From an optimization exercise on the open Yosys and OpenROAD flow, aimed at small area, a short achievable clock period and few clock cycles per item; shortcuts taken in it are not production practice. At most, simulation tests tie the RTL to the original design; equivalence was not proved. Power and IR drop assume default switching activity.

// conv_pe_top
module conv_pe_top (
    input  logic        clk,
    input  logic        rst,
    input  logic        wght_valid_i,
    input  logic [63:0] wght_i,
    output logic        wght_ready_o,
    input  logic        act_valid_i,
    input  logic [63:0] act_i,
    output logic        act_ready_o,
    output logic [23:0] result_o,
    output logic        result_valid_o
);
Size in the first run: ~2600 cells after synthesis, ~1000 flip-flops, roughly 160 I/O pins.
clock: 5.0 ns
lec_check: 0
cap_margin: 20
core_margin: 2
core_utilization: 40
slew_margin: 20
synth_hierarchical: 1
synth_minimum_keep_size: 0
run.sh (not shown) runs the stock make flow with config.mk's settings and CLKGATE_MAP_FILE= SYNTH_SCRIPT=/design/flow/synth_recipe.tcl, a recipe that flattens the netlist after the stock synthesis.
The starting point finished with timing, DRC and antenna clean.
Next try:
Settings changed: SETUP_SLACK_MARGIN from default to 2.7.
=>
- The new run finished with timing, DRC and antenna clean
- hold slack is about the same
- global-route usage fell by 0.40 points
- cell area increases by about 1.9%
- sequential power stays flat
- core utilization is higher by 0.88 points
- die area is unchanged
No run of this note included a check of the RTL's function; only the layout flow was run.

Another version of the RTL of conv_pe_top (not shown whole).
For scale: about 1,000 flip-flops, roughly 160 I/O pins, about 36,000 µm² of cells after synthesis.
## conv_pe_top
module conv_pe_top (
    input  logic        clk,
    input  logic        rst,
    input  logic        wght_valid_i,
    input  logic [63:0] wght_i,
    output logic        wght_ready_o,
    input  logic        act_valid_i,
    input  logic [63:0] act_i,
    output logic        act_ready_o,
    output logic [23:0] result_o,
    output logic        result_valid_o
);
export LEC_CHECK = 0
export CAP_MARGIN = 20
export CORE_MARGIN = 2
export CORE_UTILIZATION = 65
export CTS_CLUSTER_DIAMETER = 120
export CTS_CLUSTER_SIZE = 20
export SETUP_SLACK_MARGIN = 2.8
export SLEW_MARGIN = 20
export SYNTH_HIERARCHICAL = 1
export SYNTH_MINIMUM_KEEP_SIZE = 0
create_clock -name core_clock -period 5.0 [get_ports {clk}]
standard.sh (not shown) runs the stock make flow with config.mk's settings and CLKGATE_MAP_FILE= SYNTH_SCRIPT=/design/flow/synth_recipe.tcl, a recipe that flattens the netlist after the stock synthesis.
==> flow/flow/run.sh <==
#!/bin/bash
# The standard layout, with two resizer settings changed: cells may be
# swapped for ones of another footprint during repair, and the port buffers
# are plain buffers instead of the smallest-area (delay) buffer.
set -euo pipefail
bash standard.sh MATCH_CELL_FOOTPRINT=0 "BUFFER_PORTS_ARGS=-buffer_cell sky130_fd_sc_hd__buf_2" finish > make.log 2>&1
The first run completed without violations.
Testbench counts at the start, summed over its fixed seeds: cycles 8,884, windows 900.
Edit:
--- a/flow/config.mk
+++ b/flow/config.mk
@@ -10,4 +10,4 @@
 export CORE_UTILIZATION = 65
-export CTS_CLUSTER_DIAMETER = 120
-export CTS_CLUSTER_SIZE = 20
+export CTS_CLUSTER_DIAMETER = 140
+export CTS_CLUSTER_SIZE = 25
 export SETUP_SLACK_MARGIN = 2.8
Result: Combinational power barely changes. Synthesized cell count does not change. Die area stays the same. Clock-buffer cell count came out lower by 10. Flip-flop and latch count stays the same. Clock skew came out lower by 0.013 ns. Wire length came out higher by 0.32%. Setup slack improved by 0.0033 ns. Via count barely changes. Sequential power hardly moves. Sequential share of layout area came out higher by 0.36 points.
Edit:
==> flow/run.sh (new file) <==
#!/bin/bash
# synth_recipe.tcl (not shown) runs the flow's synth.tcl, then flattens the netlist and writes it again
# the make line also repeats each setting of config.mk as NAME=value (left out here)
make -C /OpenROAD-flow-scripts/flow DESIGN_CONFIG=/design/flow/config.mk WORK_HOME=/design/flow/orfs CLKGATE_MAP_FILE= SYNTH_SCRIPT=/design/flow/synth_recipe.tcl finish
--- a/flow/config.mk
+++ b/flow/config.mk
@@ -10,4 +10,4 @@
 export CORE_UTILIZATION = 65
-export CTS_CLUSTER_DIAMETER = 140
-export CTS_CLUSTER_SIZE = 25
+export CTS_CLUSTER_DIAMETER = 120
+export CTS_CLUSTER_SIZE = 20
 export SETUP_SLACK_MARGIN = 2.8
removed: flow/flow/run.sh
removed: flow/standard.sh
Via count came out higher by 0.71%.
Sequential power is about the same.
Clock skew hardly moves.

== run 1 ==
Another version of the RTL of conv_pe_top (not shown whole).
Size: roughly 3000 cells after synthesis, roughly 1100 flip-flops.
export LEC_CHECK = 0
export ABC_AREA = 1
export CAP_MARGIN = 20
export CORE_MARGIN = 2
export CORE_UTILIZATION = 65
export CTS_CLUSTER_DIAMETER = 140
export CTS_CLUSTER_SIZE = 25
export SETUP_SLACK_MARGIN = 3.05
export SLEW_MARGIN = 20
export SYNTH_HIERARCHICAL = 1
export SYNTH_MINIMUM_KEEP_SIZE = 0
create_clock -name core_clock -period 5.0 [get_ports {clk}]
==> flow/flow/run.sh <==
#!/bin/bash
# The standard layout, with two resizer settings changed: cells may be
# swapped for ones of another footprint during repair, and the port buffers
# are plain buffers instead of the smallest-area (delay) buffer.
set -euo pipefail
bash standard.sh MATCH_CELL_FOOTPRINT=0 "BUFFER_PORTS_ARGS=-buffer_cell sky130_fd_sc_hd__buf_2" finish > make.log 2>&1
Testbench counts of run 1, summed over its fixed seeds: cycles 8,892, windows 900.
Relative to run 1, the following input files were edited for run 2:
-- flow/config.mk --
<<< run 1, line 7
export LEC_CHECK = 0
export ABC_AREA = 1
export CAP_MARGIN = 20
>>> run 2, line 7
export LEC_CHECK = 0
export CAP_MARGIN = 20
<<< run 1, line 13
export CTS_CLUSTER_SIZE = 25
export SETUP_SLACK_MARGIN = 3.05
export SLEW_MARGIN = 20
>>> run 2, line 12
export CTS_CLUSTER_SIZE = 25
export SETUP_SLACK_MARGIN = 2.95
export SLEW_MARGIN = 20
### Flow results
Floorplan check, run 2 vs run 1: die outline smaller in run 2
Of the two candidates, run 1 has the worse routed wire length and run 2 the better one.
Run 2 reports a lower non-clock buffer count than run 1 does.
Run 2 — count of multi-input gates 68 lower, run 1 as reference
The run showing the greater aggregate global-route resource usage is run 1.
What run 3 does differently from run 2 at the input level:
-- flow/config.mk --
<<< run 2, line 9
export CORE_MARGIN = 2
export CORE_UTILIZATION = 65
export CTS_CLUSTER_DIAMETER = 140
export CTS_CLUSTER_SIZE = 25
export SETUP_SLACK_MARGIN = 2.95
export SLEW_MARGIN = 20
>>> run 3, line 9
export CORE_MARGIN = 2
export CORE_UTILIZATION = 70
export CTS_CLUSTER_DIAMETER = 140
export CTS_CLUSTER_SIZE = 25
export SETUP_SLACK_MARGIN = 3.05
export SLEW_MARGIN = 20
## What came out
Going from run 2 to run 3, the global routing usage on met1 was found to have gone up by 2.6 points.
Summary — vertical die dimension, run 3 relative to run 2: lower, by 8.9 um.
In the metrics for run 3 and run 2, the one carrying the lower number of gates given a new drive strength after cts is run 2.
Final wirelength is higher on run 3
Run 3 leaves more setup margin than run 2.
Cell count: run 3 lower than run 2
Of run 3 and run 2, the run reporting the higher total of plain and repair buffers excluding clock buffers was run 3.

static timing again, ports no longer ideal:
No port has a modelled driver above. Below, the same layouts with a new extraction and two added sets of constraints.
Step 1: set_driving_cell puts a clkbuf_16 on clk and a buf_2 on each other input, an assumption about the parent block.
Step 2 moves the port delays by t, midway between the first and last clock arrival at a register: inputs arrive t later, outputs are due t later. That takes back most of the time a late clock gives input paths.
Three values: no drivers, after step 1, after step 2; two values: the first two.
run | t, ns | slack for setup (ns) | worst setup path after step 2 | worst register clock-pin slew, ns
the first run of note 1 | 0.734 | 2.172 / 2.104 / 2.308 | register to register | 0.07 / 0.07
the second run of note 1 | 0.720 | 2.627 / 2.627 / 2.105 | input to register | 0.07 / 0.07
the first run of note 2 | 0.689 | 2.693 / 2.693 / 2.393 | input to register | 0.10 / 0.10
the second run of note 2 | 0.667 | 2.697 / 2.697 / 2.420 | input to register | 0.11 / 0.11
the third run of note 2 | 0.695 | 2.727 / 2.727 / 2.237 | input to register | 0.11 / 0.11
run 1 | 0.704 | 2.888 / 2.825 / 2.434 | input to register | 0.11 / 0.11
run 2 | 0.700 | 2.876 / 2.810 / 2.481 | input to register | 0.10 / 0.10
run 3 | 0.692 | 2.910 / 2.844 / 2.528 | input to register | 0.11 / 0.11
After both steps setup and hold are still met in every run listed. For the second run of note 1, which loses most, drivers alone change the setup slack by 0.000 ns; drivers and shift together by -0.522 ns.
